Context: an optimization exercise on an open-source flow, tuned for small area, a short achievable clock period and few clock cycles per item. The choices shown serve that exercise and are no tape-out recipe.
Only simulation tests tie the RTL to the original design; equivalence was not proved.
Power figures rest on the tool's default switching activity, not on a simulated workload.

== 08-03 ==
Design alu_seq, start of the top module:
module alu_seq #(
  parameter int WIDTH = 32,
  parameter int CNT_W = $clog2(WIDTH) + 1
) (
  input  logic             clk,
  input  logic             rst_n,
  input  logic             in_valid,
  output logic             in_ready,
  input  logic [WIDTH-1:0] a,
  input  logic [WIDTH-1:0] b,
  input  logic [3:0]       alu_control,
  output logic             out_valid,
  input  logic             out_ready,
  output logic [WIDTH-1:0] result,
  output logic [3:0]       alu_flags,
  output logic             busy
);
export LEC_CHECK = 0
export ABC_AREA = 1
export CAP_MARGIN = 20
export CORE_MARGIN = 2
export CORE_UTILIZATION = 40
export SETUP_SLACK_MARGIN = 5
export SLEW_MARGIN = 20
create_clock -name core_clock -period 9.0 [get_ports {clk}]
run.sh (not shown) runs the stock make flow with config.mk's settings and CLKGATE_MAP_FILE= SYNTH_SCRIPT=/design/flow/synth_recipe.tcl, a recipe that flattens the netlist after the stock synthesis.
08-03 completed end to end with timing, DRC and antenna clean.
Testbench counts of 08-03, summed over its fixed seeds: cycles 6,727, items 2,400.
> inputs changed (08-03 -> 06-25)
# 08-03
export LEC_CHECK = 0
export ABC_AREA = 1
export CAP_MARGIN = 20
export CORE_MARGIN = 2
export CORE_UTILIZATION = 40
export SETUP_SLACK_MARGIN = 5
export SLEW_MARGIN = 20
create_clock -name core_clock -period 9.0 [get_ports {clk}]
# 06-25
export LEC_CHECK = 0
export ABC_CLOCK_PERIOD_IN_PS = 4000
export CAP_MARGIN = 20
export CORE_MARGIN = 2
export CORE_UTILIZATION = 40
export SETUP_SLACK_MARGIN = 4.5
export SLEW_MARGIN = 20
create_clock -name core_clock -period 9.0 [get_ports {clk}]
Results
Initial antenna violation count on 06-25 is up relative to 08-03.
Looking at slowest library cell on the worst path, the sky130_fd_sc_hd__nor2_4 result is from 08-03; the sky130_fd_sc_hd__o21ai_0 one comes from 06-25.
Measured against each other, 06-25 and 08-03 differ in number of combinational gates with multiple inputs, the lower figure coming from 06-25.
Compared with 08-03, chip width in 06-25 decreased slightly.
First-pass GRT wire length went down slightly going from 08-03 to 06-25.
Against 08-03, 06-25 comes in 20% lower on final cell count.
08-03 -> 06-25: site row count decreased slightly
08-03 → 06-25: via count went down; final net count went down; met3 usage went up; maximum fanout count along the critical path went up.
Comparing 06-25 and 08-03, the higher power dissipated in sequential cells is on 06-25.

* * *

## run A
The RTL this note starts from:
==> flow/design.v <==
module alu_seq #(
  parameter int WIDTH = 32,
  parameter int CNT_W = $clog2(WIDTH) + 1
) (
  input  logic             clk,
  input  logic             rst_n,
  input  logic             in_valid,
  output logic             in_ready,
  input  logic [WIDTH-1:0] a,
  input  logic [WIDTH-1:0] b,
  input  logic [3:0]       alu_control,
  output logic             out_valid,
  input  logic             out_ready,
  output logic [WIDTH-1:0] result,
  output logic [3:0]       alu_flags,
  output logic             busy
);
  localparam logic [3:0] OP_ADD  = 4'b0000;
  localparam logic [3:0] OP_SUB  = 4'b0001;
  localparam logic [3:0] OP_MUL  = 4'b0010;
  localparam logic [3:0] OP_DIV  = 4'b0011;
  localparam logic [3:0] OP_ASR  = 4'b1011;
  localparam logic [3:0] OP_ROTL = 4'b1100;
  localparam logic [3:0] OP_ROTR = 4'b1101;
  localparam logic [3:0] OP_ADD8 = 4'b1110;
  localparam logic [3:0] OP_MUL8 = 4'b1111;
  localparam bit SIMD = 1'b1;
  function automatic logic [4:0] msb_pos(input logic [31:0] x);
    logic [15:0] h16;
    logic [7:0]  h8;
    logic [3:0]  h4;
    logic [1:0]  h2;
    msb_pos[4] = |x[31:16];
    h16        = msb_pos[4] ? x[31:16] : x[15:0];
    msb_pos[3] = |h16[15:8];
    h8         = msb_pos[3] ? h16[15:8] : h16[7:0];
    msb_pos[2] = |h8[7:4];
    h4         = msb_pos[2] ? h8[7:4] : h8[3:0];
    msb_pos[1] = |h4[3:2];
    h2         = msb_pos[1] ? h4[3:2] : h4[1:0];
    msb_pos[0] = h2[1];
  endfunction
  function automatic logic [31:0] rotl(input logic [31:0] x, input logic [4:0] k);
    rotl = x;
    if (k[0]) rotl = {rotl[30:0], rotl[31]};
    if (k[1]) rotl = {rotl[29:0], rotl[31:30]};
    if (k[2]) rotl = {rotl[27:0], rotl[31:28]};
    if (k[3]) rotl = {rotl[23:0], rotl[31:24]};
    if (k[4]) rotl = {rotl[15:0], rotl[31:16]};
  endfunction
  logic        v_e;         
  logic        fin;         
  logic [1:0]  ph;          
  logic [3:0]  op_e;
  logic        is_mul, is_simd, is_sub, is_div;
  logic [31:0] ra, rb, rq, rc;
  logic [4:0]  pa, pb;      
  logic        za, zb;      
  logic [4:0]  cnt;
  logic        ovf;
  logic [31:0] result_q;
  logic [1:0]  cv_q;
  logic        simd_q;
  logic        accept, e_go;
  logic [31:0] e_res;
  logic        e_c, e_v;
  logic [31:0] pp [4];
  logic [31:0] sA, cA, sB, cB, sC, cC, sD, cD, cAs, cBs, cCs, cDs;
  logic [31:0] topm, keep;
  logic        lost;
  logic        mul_more;    
  logic [31:0] ra_sh, rb_sh;
  always_comb begin
    topm = is_simd ? 32'h8080_8080 : 32'h8000_0000;
    keep = is_simd ? 32'hFEFE_FEFE : 32'hFFFF_FFFE;
    lost = 1'b0;
    for (int k = 0; k < 4; k++) begin
      pp[k] = '0;
      for (int j = 0; j < 32; j++) begin
        if (j + k < 32) begin
          if (is_simd && ((j + k) / 8 != j / 8)) begin
            lost = lost | (ra[j] & rb[8 * (j / 8) + k]);
          end else begin
            pp[k][j + k] = ra[j] & (is_simd ? rb[8 * (j / 8) + k] : rb[k]);
          end
        end else begin
          lost = lost | (ra[j] & (is_simd ? rb[24 + k] : rb[k]));
        end
      end
    end
    sA  = rq ^ rc ^ pp[0];
    cA  = (rq & rc) | (rq & pp[0]) | (rc & pp[0]);
    sB  = pp[1] ^ pp[2] ^ pp[3];
    cB  = (pp[1] & pp[2]) | (pp[1] & pp[3]) | (pp[2] & pp[3]);
    cAs = (cA << 1) & keep;
    cBs = (cB << 1) & keep;
    sC  = sA ^ cAs ^ sB;
    cC  = (sA & cAs) | (sA & sB) | (cAs & sB);
    cCs = (cC << 1) & keep;
    sD  = sC ^ cCs ^ cBs;
    cD  = (sC & cCs) | (sC & cBs) | (cCs & cBs);
    cDs = (cD << 1) & keep;
    lost = lost | (|((cA | cB | cC | cD) & topm));
    if (is_simd) begin
      for (int i = 0; i < 4; i++) begin
        ra_sh[8*i +: 8] = {ra[8*i +: 4], 4'b0};
        rb_sh[8*i +: 8] = {4'b0, rb[8*i+4 +: 4]};
        lost = lost | ((|ra[8*i+4 +: 4]) & (|rb[8*i+4 +: 4]));
      end
    end else begin
      ra_sh = {ra[27:0], 4'b0};
      rb_sh = {4'b0, rb[31:4]};
      lost  = lost | ((|ra[31:28]) & (|rb[31:4]));
    end
    mul_more = (rb_sh != '0);
  end
  logic        mul_fin;
  logic [31:0] ad_x, ad_y;
  logic        gx;
  logic [35:0] ad_s;
  logic [31:0] sum;
  logic        cout, lane_c;
  always_comb begin
    mul_fin = is_mul && ph[0];
    ad_x = mul_fin ? rq : ra;
    ad_y = mul_fin ? rc : (is_sub ? ~rb : rb);
    gx   = !is_simd;
    ad_s = {1'b0, ad_x[31:24], gx, ad_x[23:16], gx, ad_x[15:8], gx, ad_x[7:0]}
         + {1'b0, ad_y[31:24], 1'b0, ad_y[23:16], 1'b0, ad_y[15:8], 1'b0, ad_y[7:0]}
         + {35'b0, is_sub};
    sum    = {ad_s[34:27], ad_s[25:18], ad_s[16:9], ad_s[7:0]};
    cout   = ad_s[35];
    lane_c = ad_s[35] | (is_simd & (ad_s[8] | ad_s[17] | ad_s[26]));
  end
  logic [5:0]  dsh;         
  logic        dquick;      
  logic [4:0]  rot_k;
  logic [31:0] rot_x, rot;
  logic [31:0] fillm;
  logic [31:0] sh_res;
  always_comb begin
    dsh    = {1'b0, pa} - {1'b0, pb};
    dquick = zb || za || dsh[5];
    rot_x  = is_div ? rb : ra;
    case (op_e)
      OP_ROTL: rot_k = rb[4:0];
      OP_DIV:  rot_k = dsh[4:0];
      default: rot_k = 5'd0 - rb[4:0];
    endcase
    rot   = rotl(rot_x, rot_k);
    fillm = ~(32'hFFFF_FFFF >> rb[4:0]);
    if (op_e == OP_ASR)
      sh_res = (|rb[31:5]) ? {32{ra[31]}} : ((rot & ~fillm) | ({32{ra[31]}} & fillm));
    else
      sh_res = rot;
  end
  logic [3:0]  lut;
  logic [31:0] lg_res;
  always_comb begin
    case (op_e)
      4'b0100: lut = 4'b1110;    
      4'b0101: lut = 4'b1000;    
      4'b0110: lut = 4'b0011;    
      4'b0111: lut = 4'b0001;    
      4'b1000: lut = 4'b0111;    
      4'b1001: lut = 4'b0110;    
      default: lut = 4'b1001;    
    endcase
    for (int i = 0; i < 32; i++) lg_res[i] = lut[{ra[i], rb[i]}];
  end
  logic use_sum;
  always_comb begin
    use_sum = (op_e == OP_ADD) || (op_e == OP_SUB) || is_mul || (SIMD && op_e == OP_ADD8);
    e_c = 1'b0;
    e_v = 1'b0;
    if (is_div) begin
      if (ph[1]) e_res = zb ? 32'hFFFF_FFFF : 32'h0;
      else       e_res = {rq[30:0], cout};
    end else if (op_e == OP_ASR || op_e == OP_ROTL || op_e == OP_ROTR) begin
      e_res = sh_res;
    end else if (use_sum) begin
      e_res = sum;
    end else begin
      e_res = lg_res;
    end
    case (op_e)
      OP_ADD: begin
        e_c = cout;
        e_v = (ra[31] == rb[31]) && (sum[31] != ra[31]);
      end
      OP_SUB: begin
        e_c = !cout;
        e_v = (ra[31] != rb[31]) && (sum[31] != ra[31]);
      end
      OP_DIV:  e_v = ph[1] && zb;
      OP_ADD8: begin
        e_c = SIMD && lane_c;
        e_v = SIMD && lane_c;
      end
      default: e_v = is_mul && (ovf || lane_c);
    endcase
  end
  assign e_go      = v_e && fin && !(out_valid && !out_ready);
  assign in_ready  = !v_e || e_go;
  assign accept    = in_valid && in_ready;
  assign busy      = v_e && !out_valid;
  assign result    = result_q;
  assign alu_flags = {simd_q ? (result_q[7] | result_q[15] | result_q[23] | result_q[31])
                              : result_q[31],
                       (result_q == 32'h0), cv_q};
  always_ff @(posedge clk) begin
    if (!rst_n) begin
      v_e       <= 1'b0;
      out_valid <= 1'b0;
    end else begin
      if (accept)    v_e <= 1'b1;
      else if (e_go) v_e <= 1'b0;
      if (e_go)           out_valid <= 1'b1;
      else if (out_ready) out_valid <= 1'b0;
    end
  end
  always_ff @(posedge clk) begin
    if (e_go) begin
      result_q <= e_res;
      cv_q     <= {e_c, e_v};
      simd_q   <= is_simd;
    end
  end
  always_ff @(posedge clk) begin
    if (accept) begin
      op_e    <= alu_control;
      is_mul  <= (alu_control == OP_MUL) || (SIMD && alu_control == OP_MUL8);
      is_div  <= (alu_control == OP_DIV);
      is_simd <= SIMD && ((alu_control == OP_ADD8) || (alu_control == OP_MUL8));
      is_sub  <= (alu_control == OP_SUB) || (alu_control == OP_DIV);
      fin     <= !((alu_control == OP_MUL) || (alu_control == OP_DIV)
                   || (SIMD && alu_control == OP_MUL8));
      ra      <= a;
      rb      <= b;
      rq      <= '0;
      rc      <= '0;
      pa      <= msb_pos(a);
      pb      <= msb_pos(b);
      za      <= (a == '0);
      zb      <= (b == '0);
      ph      <= 2'd0;
      ovf     <= 1'b0;
    end else if (v_e && !fin) begin
      if (is_mul) begin
        ra  <= ra_sh;
        rb  <= rb_sh;
        rq  <= sD;
        rc  <= cDs;
        ovf <= ovf | lost;
        if (!mul_more) begin
          ph  <= 2'd1;
          fin <= 1'b1;
        end
      end else if (ph == 2'd0) begin
        if (dquick) begin
          ph  <= 2'd2;
          fin <= 1'b1;
        end else begin
          rb  <= rot;
          cnt <= dsh[4:0];
          ph  <= 2'd1;
          fin <= (dsh[4:0] == 5'd0);
        end
      end else begin
        if (cout) ra <= sum;
        rb  <= rb >> 1;
        rq  <= {rq[30:0], cout};
        cnt <= cnt - 5'd1;
        fin <= (cnt == 5'd1);
      end
    end
  end
endmodule
clock: 9.0 ns
lec_check: 0
abc_area: 1
cap_margin: 20
core_margin: 2
core_utilization: 40
setup_slack_margin: 5
slew_margin: 20
standard.sh (not shown) runs the stock make flow with config.mk's settings and CLKGATE_MAP_FILE= SYNTH_SCRIPT=/design/flow/synth_recipe.tcl, a recipe that flattens the netlist after the stock synthesis.
==> flow/flow/run.sh <==
#!/bin/bash
# Layout flow: the standard layout (standard.sh, which runs the ORFS make targets with
# the standard synthesis), with one change: the buffers that global placement puts on every
# input and output port are sky130_fd_sc_hd__buf_1 instead of the library pick
# (clkdlybuf4s50_1, a larger delay buffer). Timing repair still resizes any of them that
# sit on a critical path. The make output goes to standard.log in the work folder; ORFS's
# per-step logs stay under orfs/logs/.
set -euo pipefail
export BUFFER_PORTS_ARGS="-buffer_cell sky130_fd_sc_hd__buf_1"
bash standard.sh finish > standard.log 2>&1
Testbench counts of run A, summed over its fixed seeds: cycles 6,727, items 2,400.
Relative to run A, the following input files were edited for run M:
- ABC_AREA: 1 -> unset
- ABC_CLOCK_PERIOD_IN_PS: unset -> 4000
==> flow/run.sh (new file) <==
#!/bin/bash
# synth_recipe.tcl (not shown) runs the flow's synth.tcl, then flattens the netlist and writes it again
# the make line also repeats each setting of config.mk as NAME=value (left out here)
make -C /OpenROAD-flow-scripts/flow DESIGN_CONFIG=/design/flow/config.mk WORK_HOME=/design/flow/orfs CLKGATE_MAP_FILE= SYNTH_SCRIPT=/design/flow/synth_recipe.tcl finish
removed: flow/flow/run.sh
removed: flow/standard.sh
### Flow results
- The lower fraction of area in multi-input gates came out of run A.
- Run M: pin count of the biggest net entering global routing 37% above run A
- Final cell area: run M above run A
- From run M to run A, number of sequential cells did not move at all.
- In terms of hold slack, run M and run A differ only marginally.
- Highest clock frequency the design can meet on run M is down relative to run A.
- Run M vs run A on routed wire length: run M is the lower one.
- Looking at synthesis-to-layout area growth across run A and run M, the one that comes out higher is run M.
- Average cell area after synthesis: higher on run M

-- static timing again, ports no longer ideal --
The results above use ideal ports. As a check the final layouts listed here were re-extracted and re-timed, cells and wires unchanged.
Step 1 sets driving cells, clkbuf_16 on the clock port and buf_2 on the other inputs (assumed; they add their load-dependent delay and slew).
Step 2 times the ports against the registers' clock, not the clock port: input delays grow and output delays shrink by t, the midpoint of the rising clock arrivals with the driver on.
a / b / c = no drivers / after step 1 / after step 2; a / b = the first two.
run | shift t [ns] | setup WS [ns] | worst hold slack (ns)
08-03 | 0.577 | 4.891 / 4.843 / 4.508 | 0.465 / 0.465 / 0.465
06-25 | 0.579 | 4.427 / 4.427 / 4.133 | 0.463 / 0.463 / 0.463
run A | 0.567 | 4.867 / 4.815 / 4.583 | 0.468 / 0.468 / 0.468
run M | 0.581 | 4.787 / 4.787 / 4.445 | 0.470 / 0.470 / 0.470
After both steps every run listed still meets setup and hold. For 08-03, which loses most, drivers alone change the setup slack by -0.048 ns; drivers and shift together by -0.383 ns.
